What follows belongs to an exercise in optimizing a design on an open flow for a short achievable clock period and few clock cycles; a production flow would make more cautious choices. RTL that was checked went through simulation tests only; none was proved equivalent to the original. Power is estimated from default activity; no workload was simulated.

==> trial 5: inputs <==
Design pipelineTop, start of the top module:
module pipelineTop (
	input logic CLK,
	input logic RSTB,
	input logic imemWrite,
	input logic [5:0] imemAddr,
	input logic [31:0] imemData,
	input logic run,
	output logic wbWrite,
	output logic [3:0] wbDst,
	output logic [15:0] wbData
);
clock: 3.6 ns
lec_check: 0
cap_margin: 20
core_margin: 2
core_utilization: 60
setup_slack_margin: 2.2
slew_margin: 20
run.sh (not shown) runs the stock make flow with config.mk's settings and CLKGATE_MAP_FILE= SYNTH_SCRIPT=/design/flow/synth_recipe.tcl, a recipe that flattens the netlist after the stock synthesis.
==> trial 15: changes against trial 5 <==
--- a/flow/design.v
+++ b/flow/design.v
@@ -91,17 +91,17 @@
 		else
 		begin
 			pick <= '0;
 		end
 	end
 	localparam int G = 8;
 	logic [N/G-1:0][pipePkg::OP_WIDTH-1:0] grpWord;
 	logic [N/G-1:0][pipePkg::OP_WIDTH-1:0] grpOp;
-	logic grpValid;
+	logic [N/G-1:0] grpValid;
 	pipePkg::opT word;
 	always_comb
 	begin
 		for (int g = 0; g < N / G; g++)
 		begin
 			grpWord[g] = '0;
 			for (int i = g * G; i < (g + 1) * G; i++)
 				grpWord[g] |= mem[i] & {pipePkg::OP_WIDTH{pick[i]}};
@@ -112,23 +112,24 @@
 		word = '0;
 		for (int g = 0; g < N / G; g++)
 			word |= grpOp[g];
 	end
 	always_ff @(posedge CLK or negedge RSTB)
 	begin
 		if (!RSTB)
 		begin
-			grpValid <= 1'b0;
+			grpValid <= '0;
 			fValid <= 1'b0;
 		end
 		else
 		begin
-			grpValid <= |pick;
-			fValid <= grpValid;
+			for (int g = 0; g < N / G; g++)
+				grpValid[g] <= |pick[g * G +: G];
+			fValid <= |grpValid;
 		end
 	end
 	always_ff @(posedge CLK)
 	begin
 		grpOp <= grpWord;
 		fOp <= word;
 	end
 endmodule
@@ -147,32 +148,35 @@
 	output logic dSub,
 	output logic dAdd,
 	output pipePkg::regMaskT dSrc1h,
 	output pipePkg::regIdT dDst,
 	output logic dChain,
 	output pipePkg::regMaskT dRead1h,
 	output logic dInc1,
 	output logic dInc2,
-	output logic dSub1,
-	output logic dAdd1,
-	output logic dSub2,
-	output logic dAdd2
+	output logic [3:0][4:0] dConst
 );
 	logic match1;
 	logic match2;
 	logic fromA;
 	logic fromD;
 	pipePkg::regMaskT src1h;
 	pipePkg::regMaskT read1h;
 	assign match1 = dValid && (dDst == fOp.src);
 	assign match2 = aValid && (aDst == fOp.src);
 	assign fromA = match1 ? dChain : match2;
 	assign fromD = match1 && !dChain;
 	assign src1h = pipePkg::regMaskT'(1) << fOp.src;
+	logic [4:0] constF;
+	logic [4:0] constD;
+	logic [4:0] constA;
+	assign constF = (fOp.add ? 5'd4 : 5'd0) - (fOp.sub ? 5'd3 : 5'd0);
+	assign constD = (dAdd ? 5'd4 : 5'd0) - (dSub ? 5'd3 : 5'd0);
+	assign constA = (aAdd ? 5'd4 : 5'd0) - (aSub ? 5'd3 : 5'd0);
 	always_comb
 	begin
 		if (fromA)
 			read1h = aSrc1h;
 		else if (fromD)
 			read1h = dSrc1h;
 		else
 			read1h = src1h;
@@ -189,73 +193,66 @@
 		dSub <= fOp.sub;
 		dAdd <= fOp.add;
 		dSrc1h <= src1h;
 		dDst <= fOp.dst;
 		dChain <= match1;
 		dRead1h <= read1h;
 		dInc1 <= match1;
 		dInc2 <= fromA;
-		dSub1 <= dSub;
-		dAdd1 <= dAdd;
-		dSub2 <= aSub;
-		dAdd2 <= aAdd;
+		dConst[0] <= constF;
+		dConst[1] <= constF + constD;
+		dConst[2] <= constF + constA;
+		dConst[3] <= constF + constD + constA;
 	end
 endmodule
 `timescale 1ns/1ns
 module ex1Stage (
 	input logic CLK,
 	input logic RSTB,
 	input logic dValid,
 	input logic dSub,
 	input logic dAdd,
 	input pipePkg::regMaskT dSrc1h,
 	input pipePkg::regIdT dDst,
 	input pipePkg::regMaskT dRead1h,
 	input logic dInc1,
 	input logic dInc2,
-	input logic dSub1,
-	input logic dAdd1,
-	input logic dSub2,
-	input logic dAdd2,
+	input logic [3:0][4:0] dConst,
 	input logic [pipePkg::REG_COUNT-1:0][pipePkg::DATA_WIDTH-1:0] regs,
 	output logic aValid,
 	output logic aSub,
 	output logic aAdd,
 	output pipePkg::regMaskT aSrc1h,
 	output pipePkg::regIdT aDst,
 	output pipePkg::dataT aOperand,
 	output logic [4:0] aConst
 );
 	pipePkg::dataT operand;
-	logic [1:0] nSub;
-	logic [1:0] nAdd;
 	always_comb
 	begin
 		operand = '0;
 		for (int r = 0; r < pipePkg::REG_COUNT; r++)
 			operand |= regs[r] & {pipePkg::DATA_WIDTH{dRead1h[r]}};
 	end
-	assign nSub = 2'(dSub) + 2'(dInc1 & dSub1) + 2'(dInc2 & dSub2);
-	assign nAdd = 2'(dAdd) + 2'(dInc1 & dAdd1) + 2'(dInc2 & dAdd2);
 	always_ff @(posedge CLK or negedge RSTB)
 	begin
 		if (!RSTB)
 			aValid <= 1'b0;
 		else
 			aValid <= dValid;
 	end
 	always_ff @(posedge CLK)
 	begin
 		aSub <= dSub;
 		aAdd <= dAdd;
 		aSrc1h <= dSrc1h;
 		aDst <= dDst;
 		aOperand <= operand;
-		aConst <= 5'(4 * nAdd) - 5'(3 * nSub);
+		aConst <= dConst[{dInc2, dInc1}];
 	end
 endmodule
 `timescale 1ns/1ns
 module ex2Stage (
 	input logic CLK,
 	input logic RSTB,
 	input logic aValid,
 	input pipePkg::regIdT aDst,
@@ -353,20 +350,17 @@
 	logic dSub;
 	logic dAdd;
 	pipePkg::regMaskT dSrc1h;
 	pipePkg::regIdT dDst;
 	logic dChain;
 	pipePkg::regMaskT dRead1h;
 	logic dInc1;
 	logic dInc2;
-	logic dSub1;
-	logic dAdd1;
-	logic dSub2;
-	logic dAdd2;
+	logic [3:0][4:0] dConst;
 	logic aValid;
 	logic aSub;
 	logic aAdd;
 	pipePkg::regMaskT aSrc1h;
 	pipePkg::regIdT aDst;
 	pipePkg::dataT aOperand;
 	logic [4:0] aConst;
 	logic [pipePkg::REG_COUNT-1:0][pipePkg::DATA_WIDTH-1:0] regs;
@@ -394,36 +388,30 @@
 		.dSub(dSub),
 		.dAdd(dAdd),
 		.dSrc1h(dSrc1h),
 		.dDst(dDst),
 		.dChain(dChain),
 		.dRead1h(dRead1h),
 		.dInc1(dInc1),
 		.dInc2(dInc2),
-		.dSub1(dSub1),
-		.dAdd1(dAdd1),
-		.dSub2(dSub2),
-		.dAdd2(dAdd2)
+		.dConst(dConst)
 	);
 	ex1Stage i_ex1Stage (
 		.CLK(CLK),
 		.RSTB(RSTB),
 		.dValid(dValid),
 		.dSub(dSub),
 		.dAdd(dAdd),
 		.dSrc1h(dSrc1h),
 		.dDst(dDst),
 		.dRead1h(dRead1h),
 		.dInc1(dInc1),
 		.dInc2(dInc2),
-		.dSub1(dSub1),
-		.dAdd1(dAdd1),
-		.dSub2(dSub2),
-		.dAdd2(dAdd2),
+		.dConst(dConst),
 		.regs(regs),
 		.aValid(aValid),
 		.aSub(aSub),
 		.aAdd(aAdd),
 		.aSrc1h(aSrc1h),
 		.aDst(aDst),
 		.aOperand(aOperand),
 		.aConst(aConst)
CTS_CLUSTER_DIAMETER = 100   (was unset)
CTS_CLUSTER_SIZE = 24   (was unset)
HOLD_SLACK_MARGIN = 0.05   (was unset)
SETUP_SLACK_MARGIN = 2.0   (was 2.2)
==> flow_summary.json <==
{
  "outcome": "complete, but fails checks",
  "so_faults": "negative hold slack",
  "p_clk_frac": 0.344,
  "grt.total_usage": 0.3457,
  "grt_start_max_net_pins": 82,
  "whs_ps": -69.85,
  "clk-power_mw": 13.9,
  "yosys-mux-area-fraction": 0.02645,
  "synth_xor_area_frac": 0.005874,
  "finalCriticalPeriod_ps": 1968,
  "hold_viol_final": 40
}
-- figures above: trial 5

==> flow_summary.json <==
{
  "outcome": "complete, no violations",
  "synth_xor_area_frac": 0.006192,
  "finalCriticalPeriod_ps": 1928,
  "grt_start_max_net_pins": 93,
  "yosysMostFrequentCell": "edfxtp_1",
  "p_clk_frac": 0.245,
  "yosys-mux-area-fraction": 0.01933,
  "worstSetupPathType": "reg2reg",
  "clk-power_mw": 8.42,
  "grt.total_usage": 0.2992,
  "grt_overflow": 0
}
-- figures above: trial 15

Function was not checked in any run of this note: the RTL went through the layout flow alone.

==> 10-15 <==
==> flow/design.v <==
package pipePkg;
	localparam int DATA_WIDTH = 16;
	localparam int REG_COUNT = 16;
	localparam int IMEM_DEPTH = 64;
	localparam int INSTR_WIDTH = 32;
	localparam int REG_ID_WIDTH = $clog2(REG_COUNT);
	localparam int PC_WIDTH = $clog2(IMEM_DEPTH);
	localparam int MOV_BIT = 31;
	localparam int SUB3_BIT = 30;
	localparam int ADD4_BIT = 29;
	localparam int ADD1_BIT = 28;
	localparam int DST_LSB = 4;
	localparam int SRC_LSB = 0;
	localparam int SKIP_WINDOW = 4;
	typedef logic [DATA_WIDTH-1:0] dataT;
	typedef logic [REG_ID_WIDTH-1:0] regIdT;
	typedef logic [REG_COUNT-1:0] regMaskT;
	typedef logic [PC_WIDTH-1:0] pcT;
	typedef logic [INSTR_WIDTH-1:0] instrT;
	typedef struct packed {
		logic sub;
		logic add;
		regIdT src;
		regIdT dst;
	} opT;
	localparam int OP_WIDTH = 2 + 2 * REG_ID_WIDTH;
endpackage
`timescale 1ns/1ns
module fetchStage (
	input logic CLK,
	input logic RSTB,
	input logic imemWrite,
	input pipePkg::pcT imemAddr,
	input pipePkg::instrT imemData,
	input logic run,
	input logic dValid,
	input pipePkg::regIdT dDst,
	output logic fValid,
	output pipePkg::opT fOp,
	output logic fMatch1,
	output logic fMatch2
);
	localparam int N = pipePkg::IMEM_DEPTH;
	localparam int K = pipePkg::SKIP_WINDOW;
	logic [N-1:0] valid;
	logic [N-1:0][pipePkg::OP_WIDTH-1:0] mem;
	pipePkg::opT newOp;
	assign newOp.sub = imemData[pipePkg::SUB3_BIT] | imemData[pipePkg::ADD1_BIT];
	assign newOp.add = imemData[pipePkg::ADD4_BIT] | imemData[pipePkg::ADD1_BIT];
	assign newOp.src = imemData[pipePkg::SRC_LSB +: pipePkg::REG_ID_WIDTH];
	assign newOp.dst = imemData[pipePkg::DST_LSB +: pipePkg::REG_ID_WIDTH];
	always_ff @(posedge CLK)
	begin
		for (int i = 0; i < N; i++)
		begin
			if (imemWrite && (imemAddr == pipePkg::pcT'(i)))
			begin
				valid[i] <= |imemData[pipePkg::ADD1_BIT +: 4];
				mem[i] <= newOp;
			end
		end
	end
	logic [N-1:0] pc;
	logic [N-1:0] pick;
	logic [N-1:0] pickNext;
	logic [N-1:0] pcNext;
	for (genvar i = 0; i < N; i++)
	begin : g_pick
		logic [K:0] clear;
		logic [K-1:0] hit;
		assign clear[0] = 1'b1;
		for (genvar m = 1; m <= K; m++)
		begin : g_clear
			assign clear[m] = clear[m-1] & ~valid[(i - m + N) % N];
		end
		for (genvar m = 0; m < K; m++)
		begin : g_hit
			assign hit[m] = pc[(i - m + N) % N] & clear[m];
		end
		assign pickNext[i] = valid[i] & (|hit);
		assign pcNext[i] = pickNext[(i - 1 + N) % N] | (pc[(i - K + N) % N] & clear[K]);
	end
	always_ff @(posedge CLK or negedge RSTB)
	begin
		if (!RSTB)
		begin
			pc <= N'(1);
			pick <= '0;
		end
		else if (run)
		begin
			pc <= pcNext;
			pick <= pickNext;
		end
		else
		begin
			pick <= '0;
		end
	end
	localparam int G = 8;
	localparam int SRC_LSB = pipePkg::REG_ID_WIDTH;
	logic [N/G-1:0][pipePkg::OP_WIDTH-1:0] grpWord;
	logic [N/G-1:0][pipePkg::OP_WIDTH-1:0] grpOp;
	logic [N/G-1:0] grpValid;
	pipePkg::opT word;
	always_comb
	begin
		for (int g = 0; g < N / G; g++)
		begin
			grpWord[g] = '0;
			for (int i = g * G; i < (g + 1) * G; i++)
				grpWord[g] |= mem[i] & {pipePkg::OP_WIDTH{pick[i]}};
		end
	end
	always_comb
	begin
		word = '0;
		for (int g = 0; g < N / G; g++)
			word |= grpOp[g];
	end
	logic match1;
	logic match2;
	always_comb
	begin
		match1 = 1'b0;
		match2 = 1'b0;
		for (int g = 0; g < N / G; g++)
		begin
			match1 |= grpValid[g] && (grpOp[g][SRC_LSB +: pipePkg::REG_ID_WIDTH] == fOp.dst);
			match2 |= grpValid[g] && (grpOp[g][SRC_LSB +: pipePkg::REG_ID_WIDTH] == dDst);
		end
		match1 &= fValid;
		match2 &= dValid;
	end
	always_ff @(posedge CLK or negedge RSTB)
	begin
		if (!RSTB)
		begin
			grpValid <= '0;
			fValid <= 1'b0;
		end
		else
		begin
			for (int g = 0; g < N / G; g++)
				grpValid[g] <= |pick[g * G +: G];
			fValid <= |grpValid;
		end
	end
	always_ff @(posedge CLK)
	begin
		grpOp <= grpWord;
		fOp <= word;
		fMatch1 <= match1;
		fMatch2 <= match2;
	end
endmodule
`timescale 1ns/1ns
module decodeStage (
	input logic CLK,
	input logic RSTB,
	input logic fValid,
	input pipePkg::opT fOp,
	input logic fMatch1,
	input logic fMatch2,
	input logic aSub,
	input logic aAdd,
	input pipePkg::regMaskT aSrc1h,
	output logic dValid,
	output logic dSub,
	output logic dAdd,
	output pipePkg::regMaskT dSrc1h,
	output pipePkg::regIdT dDst,
	output logic dChain,
	output pipePkg::regMaskT dRead1h,
	output logic dInc1,
	output logic dInc2,
	output logic [3:0][1:0] dNumAdd,
	output logic [3:0][1:0] dNumSub
);
	logic fromA;
	logic fromD;
	pipePkg::regMaskT src1h;
	pipePkg::regMaskT read1h;
	assign fromA = fMatch1 ? dChain : fMatch2;
	assign fromD = fMatch1 && !dChain;
	assign src1h = pipePkg::regMaskT'(1) << fOp.src;
	always_comb
	begin
		if (fromA)
			read1h = aSrc1h;
		else if (fromD)
			read1h = dSrc1h;
		else
			read1h = src1h;
	end
	always_ff @(posedge CLK or negedge RSTB)
	begin
		if (!RSTB)
			dValid <= 1'b0;
		else
			dValid <= fValid;
	end
	always_ff @(posedge CLK)
	begin
		dSub <= fOp.sub;
		dAdd <= fOp.add;
		dSrc1h <= src1h;
		dDst <= fOp.dst;
		dChain <= fMatch1;
		dRead1h <= read1h;
		dInc1 <= fMatch1;
		dInc2 <= fromA;
		dNumAdd[0] <= 2'(fOp.add);
		dNumAdd[1] <= 2'(fOp.add) + 2'(dAdd);
		dNumAdd[2] <= 2'(fOp.add) + 2'(aAdd);
		dNumAdd[3] <= 2'(fOp.add) + 2'(dAdd) + 2'(aAdd);
		dNumSub[0] <= 2'(fOp.sub);
		dNumSub[1] <= 2'(fOp.sub) + 2'(dSub);
		dNumSub[2] <= 2'(fOp.sub) + 2'(aSub);
		dNumSub[3] <= 2'(fOp.sub) + 2'(dSub) + 2'(aSub);
	end
endmodule
`timescale 1ns/1ns
module ex1Stage (
	input logic CLK,
	input logic RSTB,
	input logic dValid,
	input logic dSub,
	input logic dAdd,
	input pipePkg::regMaskT dSrc1h,
	input pipePkg::regIdT dDst,
	input pipePkg::regMaskT dRead1h,
	input logic dInc1,
	input logic dInc2,
	input logic [3:0][1:0] dNumAdd,
	input logic [3:0][1:0] dNumSub,
	input logic [pipePkg::REG_COUNT-1:0][pipePkg::DATA_WIDTH-1:0] regs,
	output logic aValid,
	output logic aSub,
	output logic aAdd,
	output pipePkg::regMaskT aSrc1h,
	output pipePkg::regIdT aDst,
	output pipePkg::dataT aOperand,
	output logic [4:0] aConst
);
	pipePkg::dataT operand;
	logic [1:0] numAdd;
	logic [1:0] numSub;
	logic [4:0] chainConst;
	always_comb
	begin
		operand = '0;
		for (int r = 0; r < pipePkg::REG_COUNT; r++)
			operand |= regs[r] & {pipePkg::DATA_WIDTH{dRead1h[r]}};
	end
	assign numAdd = dNumAdd[{dInc2, dInc1}];
	assign numSub = dNumSub[{dInc2, dInc1}];
	always_comb
	begin
		case ({numAdd, numSub})
			4'h0: chainConst = 5'd0;
			4'h1: chainConst = 5'd29;
			4'h2: chainConst = 5'd26;
			4'h3: chainConst = 5'd23;
			4'h4: chainConst = 5'd4;
			4'h5: chainConst = 5'd1;
			4'h6: chainConst = 5'd30;
			4'h7: chainConst = 5'd27;
			4'h8: chainConst = 5'd8;
			4'h9: chainConst = 5'd5;
			4'ha: chainConst = 5'd2;
			4'hb: chainConst = 5'd31;
			4'hc: chainConst = 5'd12;
			4'hd: chainConst = 5'd9;
			4'he: chainConst = 5'd6;
			default: chainConst = 5'd3;
		endcase
	end
	always_ff @(posedge CLK or negedge RSTB)
	begin
		if (!RSTB)
			aValid <= 1'b0;
		else
			aValid <= dValid;
	end
	always_ff @(posedge CLK)
	begin
		aSub <= dSub;
		aAdd <= dAdd;
		aSrc1h <= dSrc1h;
		aDst <= dDst;
		aOperand <= operand;
		aConst <= chainConst;
	end
endmodule
`timescale 1ns/1ns
module ex2Stage (
	input logic CLK,
	input logic RSTB,
	input logic aValid,
	input pipePkg::regIdT aDst,
	input pipePkg::dataT aOperand,
	input logic [4:0] aConst,
	output logic [pipePkg::REG_COUNT-1:0][pipePkg::DATA_WIDTH-1:0] regs,
	output logic wbWrite,
	output pipePkg::regIdT wbDst,
	output pipePkg::dataT wbData
);
	localparam int W = pipePkg::DATA_WIDTH;
	logic bValid;
	pipePkg::regIdT bDst;
	pipePkg::regMaskT bDst1h;
	logic [3:0] bLow;
	logic [W-5:0] bHigh;
	logic [W-5:0] bHighUp;
	logic [W-5:0] bHighDown;
	logic bUp;
	logic bDown;
	logic [4:0] lowSum;
	logic [W-5:0] high;
	pipePkg::dataT result;
	assign lowSum = 5'(aOperand[3:0]) + 5'(aConst[3:0]);
	always_ff @(posedge CLK or negedge RSTB)
	begin
		if (!RSTB)
			bValid <= 1'b0;
		else
			bValid <= aValid;
	end
	always_ff @(posedge CLK)
	begin
		bDst <= aDst;
		bDst1h <= pipePkg::regMaskT'(1) << aDst;
		bLow <= lowSum[3:0];
		bHigh <= aOperand[W-1:4];
		bHighUp <= aOperand[W-1:4] + 1'b1;
		bHighDown <= aOperand[W-1:4] - 1'b1;
		bUp <= lowSum[4] & ~aConst[4];
		bDown <= ~lowSum[4] & aConst[4];
	end
	always_comb
	begin
		if (bUp)
			high = bHighUp;
		else if (bDown)
			high = bHighDown;
		else
			high = bHigh;
	end
	assign result = {high, bLow};
	always_ff @(posedge CLK or negedge RSTB)
	begin
		if (!RSTB)
		begin
			for (int r = 0; r < pipePkg::REG_COUNT; r++)
				regs[r] <= '0;
		end
		else
		begin
			for (int r = 0; r < pipePkg::REG_COUNT; r++)
				if (bValid && bDst1h[r])
					regs[r] <= result;
		end
	end
	always_ff @(posedge CLK or negedge RSTB)
	begin
		if (!RSTB)
			wbWrite <= 1'b0;
		else
			wbWrite <= bValid;
	end
	always_ff @(posedge CLK)
	begin
		wbDst <= bDst;
		wbData <= result;
	end
endmodule
`timescale 1ns/1ns
module pipelineTop (
	input logic CLK,
	input logic RSTB,
	input logic imemWrite,
	input logic [5:0] imemAddr,
	input logic [31:0] imemData,
	input logic run,
	output logic wbWrite,
	output logic [3:0] wbDst,
	output logic [15:0] wbData
);
	logic fValid;
	pipePkg::opT fOp;
	logic fMatch1;
	logic fMatch2;
	logic dValid;
	logic dSub;
	logic dAdd;
	pipePkg::regMaskT dSrc1h;
	pipePkg::regIdT dDst;
	logic dChain;
	pipePkg::regMaskT dRead1h;
	logic dInc1;
	logic dInc2;
	logic [3:0][1:0] dNumAdd;
	logic [3:0][1:0] dNumSub;
	logic aValid;
	logic aSub;
	logic aAdd;
	pipePkg::regMaskT aSrc1h;
	pipePkg::regIdT aDst;
	pipePkg::dataT aOperand;
	logic [4:0] aConst;
	logic [pipePkg::REG_COUNT-1:0][pipePkg::DATA_WIDTH-1:0] regs;
	fetchStage i_fetchStage (
		.CLK(CLK),
		.RSTB(RSTB),
		.imemWrite(imemWrite),
		.imemAddr(imemAddr),
		.imemData(imemData),
		.run(run),
		.dValid(dValid),
		.dDst(dDst),
		.fValid(fValid),
		.fOp(fOp),
		.fMatch1(fMatch1),
		.fMatch2(fMatch2)
	);
	decodeStage i_decodeStage (
		.CLK(CLK),
		.RSTB(RSTB),
		.fValid(fValid),
		.fOp(fOp),
		.fMatch1(fMatch1),
		.fMatch2(fMatch2),
		.aSub(aSub),
		.aAdd(aAdd),
		.aSrc1h(aSrc1h),
		.dValid(dValid),
		.dSub(dSub),
		.dAdd(dAdd),
		.dSrc1h(dSrc1h),
		.dDst(dDst),
		.dChain(dChain),
		.dRead1h(dRead1h),
		.dInc1(dInc1),
		.dInc2(dInc2),
		.dNumAdd(dNumAdd),
		.dNumSub(dNumSub)
	);
	ex1Stage i_ex1Stage (
		.CLK(CLK),
		.RSTB(RSTB),
		.dValid(dValid),
		.dSub(dSub),
		.dAdd(dAdd),
		.dSrc1h(dSrc1h),
		.dDst(dDst),
		.dRead1h(dRead1h),
		.dInc1(dInc1),
		.dInc2(dInc2),
		.dNumAdd(dNumAdd),
		.dNumSub(dNumSub),
		.regs(regs),
		.aValid(aValid),
		.aSub(aSub),
		.aAdd(aAdd),
		.aSrc1h(aSrc1h),
		.aDst(aDst),
		.aOperand(aOperand),
		.aConst(aConst)
	);
	ex2Stage i_ex2Stage (
		.CLK(CLK),
		.RSTB(RSTB),
		.aValid(aValid),
		.aDst(aDst),
		.aOperand(aOperand),
		.aConst(aConst),
		.regs(regs),
		.wbWrite(wbWrite),
		.wbDst(wbDst),
		.wbData(wbData)
	);
endmodule
==> flow/run.sh <==
#!/bin/bash
# synth_recipe.tcl (not shown) runs the flow's synth.tcl, then flattens the netlist and writes it again
# the make line also repeats each setting of config.mk as NAME=value (left out here)
make -C /OpenROAD-flow-scripts/flow DESIGN_CONFIG=/design/flow/config.mk WORK_HOME=/design/flow/orfs CLKGATE_MAP_FILE= SYNTH_SCRIPT=/design/flow/synth_recipe.tcl finish
==> flow/config.mk <==
export PLATFORM = sky130hd
export DESIGN_NAME = pipelineTop
export DESIGN_NICKNAME = pipelineTop
export VERILOG_FILES = /design/flow/design.v
export SDC_FILE = /design/flow/constraint.sdc
export NUM_CORES = 4
export LEC_CHECK = 0
export CAP_MARGIN = 20
export CORE_MARGIN = 2
export CORE_UTILIZATION = 85
export CTS_CLUSTER_DIAMETER = 60
export CTS_CLUSTER_SIZE = 30
export HOLD_SLACK_MARGIN = 0.05
export SETUP_SLACK_MARGIN = 2.0
export SLEW_MARGIN = 20
==> flow/constraint.sdc <==
create_clock -name core_clock -period 3.6 [get_ports {CLK}]
set_input_delay 0.7200 -clock core_clock [delete_from_list [all_inputs] [get_ports {CLK}]]
set_output_delay 0.7200 -clock core_clock [all_outputs]
set_load 0.01 [all_outputs]
==> inputs of 02-27, as changes to 10-15 <==
--- a/flow/design.v
+++ b/flow/design.v
@@ -81,4 +81,63 @@
 		assign pcNext[i] = pickNext[(i - 1 + N) % N] | (pc[(i - K + N) % N] & clear[K]);
 	end
+	localparam int P = 2 * K;
+	logic [P-1:0] preValid;
+	logic [P:0] preStart;
+	logic [P:0] prePick0;
+	logic [P:0] preAfter0;
+	logic [P:0] prePick1;
+	logic [P:0] preAfter1;
+	logic preAny0;
+	pipePkg::opT preWord;
+	for (genvar i = 0; i < P; i++)
+	begin : g_preValid
+		assign preValid[i] = (imemWrite && (imemAddr == pipePkg::pcT'(i)))
+			? |imemData[pipePkg::ADD1_BIT +: 4] : valid[i];
+	end
+	function automatic logic [2*(P+1)-1:0] preStep(input logic [P:0] at, input logic [P-1:0] v);
+		logic [P:0] picked;
+		logic [P:0] after;
+		logic clr;
+		logic hit;
+		picked = '0;
+		after = '0;
+		for (int i = 0; i < P; i++)
+		begin
+			hit = 1'b0;
+			clr = 1'b1;
+			for (int m = 0; m < K; m++)
+			begin
+				if (i - m >= 0)
+					hit = hit | (at[i - m] & clr);
+				if (i - m - 1 >= 0)
+					clr = clr & ~v[i - m - 1];
+			end
+			picked[i] = v[i] & hit;
+		end
+		for (int i = 1; i <= P; i++)
+		begin
+			clr = 1'b1;
+			for (int m = 1; m <= K; m++)
+				if (i - m >= 0)
+					clr = clr & ~v[i - m];
+			after[i] = picked[i - 1] | ((i - K >= 0) ? (at[i - K] & clr) : 1'b0);
+		end
+		preStep = {picked, after};
+	endfunction
+	assign preStart = (P+1)'(1);
+	assign {prePick0, preAfter0} = preStep(preStart, preValid);
+	assign {prePick1, preAfter1} = preStep(preAfter0, preValid);
+	assign preAny0 = |prePick0;
+	always_comb
+	begin
+		preWord = '0;
+		for (int i = 0; i < K; i++)
+		begin
+			if (imemWrite && (imemAddr == pipePkg::pcT'(i)))
+				preWord |= newOp & {pipePkg::OP_WIDTH{prePick0[i]}};
+			else
+				preWord |= mem[i] & {pipePkg::OP_WIDTH{prePick0[i]}};
+		end
+	end
 	always_ff @(posedge CLK or negedge RSTB)
 	begin
@@ -95,5 +154,6 @@
 		else
 		begin
-			pick <= '0;
+			pc <= N'(preAfter1);
+			pick <= N'(prePick1);
 		end
 	end
@@ -144,5 +204,7 @@
 			for (int g = 0; g < N / G; g++)
 				grpValid[g] <= |pick[g * G +: G];
-			fValid <= |grpValid;
+			if (!run)
+				grpValid[0] <= preAny0;
+			fValid <= run && (|grpValid);
 		end
 	end
@@ -150,4 +212,6 @@
 	begin
 		grpOp <= grpWord;
+		if (!run)
+			grpOp[0] <= preWord;
 		fOp <= word;
 		fMatch1 <= match1;
- CORE_UTILIZATION: 85 -> 60
- CTS_CLUSTER_DIAMETER: 60 -> 100
- CTS_CLUSTER_SIZE: 30 -> 24
==> inputs of 08-16, as changes to 10-15 <==
--- a/flow/design.v
+++ b/flow/design.v
@@ -81,4 +81,57 @@
 		assign pcNext[i] = pickNext[(i - 1 + N) % N] | (pc[(i - K + N) % N] & clear[K]);
 	end
+	localparam int P = 2 * K;
+	logic [P-1:0] preValid;
+	logic [P:0] preStart;
+	logic [P:0] prePick0;
+	logic [P:0] preAfter0;
+	logic [P:0] prePick1;
+	logic [P:0] preAfter1;
+	logic preAny0;
+	pipePkg::opT preWord;
+	logic stale;
+	logic reload;
+	assign preValid = valid[P-1:0];
+	assign reload = !run || stale;
+	function automatic logic [2*(P+1)-1:0] preStep(input logic [P:0] at, input logic [P-1:0] v);
+		logic [P:0] picked;
+		logic [P:0] after;
+		logic clr;
+		logic hit;
+		picked = '0;
+		after = '0;
+		for (int i = 0; i < P; i++)
+		begin
+			hit = 1'b0;
+			clr = 1'b1;
+			for (int m = 0; m < K; m++)
+			begin
+				if (i - m >= 0)
+					hit = hit | (at[i - m] & clr);
+				if (i - m - 1 >= 0)
+					clr = clr & ~v[i - m - 1];
+			end
+			picked[i] = v[i] & hit;
+		end
+		for (int i = 1; i <= P; i++)
+		begin
+			clr = 1'b1;
+			for (int m = 1; m <= K; m++)
+				if (i - m >= 0)
+					clr = clr & ~v[i - m];
+			after[i] = picked[i - 1] | ((i - K >= 0) ? (at[i - K] & clr) : 1'b0);
+		end
+		preStep = {picked, after};
+	endfunction
+	assign preStart = (P+1)'(1);
+	assign {prePick0, preAfter0} = preStep(preStart, preValid);
+	assign {prePick1, preAfter1} = preStep(preAfter0, preValid);
+	assign preAny0 = |prePick0;
+	always_comb
+	begin
+		preWord = '0;
+		for (int i = 0; i < K; i++)
+			preWord |= mem[i] & {pipePkg::OP_WIDTH{prePick0[i]}};
+	end
 	always_ff @(posedge CLK or negedge RSTB)
 	begin
@@ -87,13 +140,19 @@
 			pc <= N'(1);
 			pick <= '0;
-		end
-		else if (run)
-		begin
-			pc <= pcNext;
-			pick <= pickNext;
+			stale <= 1'b0;
 		end
 		else
 		begin
-			pick <= '0;
+			if (reload)
+			begin
+				pc <= N'(preAfter1);
+				pick <= N'(prePick1);
+			end
+			else
+			begin
+				pc <= pcNext;
+				pick <= pickNext;
+			end
+			stale <= imemWrite && (imemAddr < pipePkg::pcT'(P));
 		end
 	end
@@ -144,5 +203,7 @@
 			for (int g = 0; g < N / G; g++)
 				grpValid[g] <= |pick[g * G +: G];
-			fValid <= |grpValid;
+			if (reload)
+				grpValid[0] <= preAny0;
+			fValid <= run && !stale && (|grpValid);
 		end
 	end
@@ -150,4 +211,6 @@
 	begin
 		grpOp <= grpWord;
+		if (reload)
+			grpOp[0] <= preWord;
 		fOp <= word;
 		fMatch1 <= match1;
- CORE_UTILIZATION: 85 -> 60
- CTS_CLUSTER_DIAMETER: 60 -> 100
- CTS_CLUSTER_SIZE: 30 -> 24
- PLACE_DENSITY: unset -> 0.75
==> inputs of 11-05, as changes to 10-15 <==
- CORE_UTILIZATION: 85 -> 70
- CTS_CLUSTER_DIAMETER: 60 -> 80
==> qor summary <==
item                                                                              08-16       11-05                      10-15       02-27
Filler Cells Inserted                                                              5289        4015                          -        5611
Switching share of total power                                                    24.7%       26.7%                          -       26.9%
Critical Path Start Type                                                      flip-flop   flip-flop                          -  input port
Post-CTS Setup Inserts                                                              100          52                         79         114
Result of the run                                              timing/DRC/antenna clean  timing/DRC/antenna clean  aborted with a tool error  timing/DRC/antenna clean
Failing step                                                                          -           -             global routing           -
Share of synthesized cell area in full adder, half adder and majority cells      0.498%      0.421%                     0.421%      0.491%
Final Slew Violations                                                                 0           0                          -           0
Clock Pin Slew Worst Setup and Hold Paths                                       0.10 ns     0.11 ns                          -     0.09 ns
Final worst clock skew                                                        0.0367 ns   0.0197 ns                          -   0.0269 ns
Number of DRC violations after detailed-routing iteration 0                        4030        4212                          -        3531
Average via count per standard cell                                                6.66        6.80                          -        6.54
Highest metal layer with signal wires                                              met4        met5                          -        met5
Area share of buffers outside the clock network                                   5.08%       4.20%                          -       6.75%
Worst slack at placement                                                       0.458 ns    0.420 ns                   0.500 ns   0.0300 ns
Core area                                                                    0.0821 mm2  0.0703 mm2                          -  0.0836 mm2
Maxcap violations                                                                     0           0                          -           0
Testbench counts of 10-15, summed over its fixed seeds: cycles 6,336.
Testbench counts of 02-27, summed over its fixed seeds: cycles 6,272.
Testbench counts of 08-16, summed over its fixed seeds: cycles 6,273.
Testbench counts of 11-05, summed over its fixed seeds: cycles 6,336.

what the ideal ports hide:
How much do the figures lean on ideal ports? The routed layouts below were timed once more, with nothing changed but the port constraints. Step 1: set_driving_cell puts a clkbuf_16 on CLK and a buf_2 on each other input, an assumption about the parent block. Step 2 times the ports against the registers' clock, not the clock port: input delays grow and output delays shrink by t, the midpoint of the rising clock arrivals with the driver on. a / b / c = no drivers / after step 1 / after step 2; a / b = the first two.
| run | t, ns | setup slack, ns | hold slack, ns | clock arrival spread, ns | slew at the worst register clock pin (ns) | worst data-port slew with drivers (ns) |
|---|---|---|---|---|---|---|
| trial 5 | 0.792 | 1.632 / 1.558 / 1.149 | -0.070 / -0.088 / 0.318 | 0.037 / 0.037 | 0.07 / 0.07 | 0.12 |
| trial 15 | 0.716 | 1.672 / 1.613 / 1.310 | 0.080 / 0.061 / 0.333 | 0.034 / 0.035 | 0.10 / 0.10 | 0.10 |
| 02-27 | 0.716 | 1.478 / 1.498 / 0.783 | 0.066 / 0.052 / 0.337 | 0.032 / 0.033 | 0.10 / 0.10 | 0.06 |
| 08-16 | 0.707 | 1.686 / 1.618 / 1.182 | 0.124 / 0.110 / 0.323 | 0.039 / 0.039 | 0.10 / 0.10 | 0.07 |
| 11-05 | 0.723 | 1.674 / 1.601 / 1.253 | 0.348 / 0.302 / 0.354 | 0.028 / 0.028 | 0.12 / 0.12 | 0.08 |
The setup slack of 02-27, which loses most, moves by +0.020 ns with the drivers and by -0.695 ns with both steps. Setup slack includes reset recovery checks.
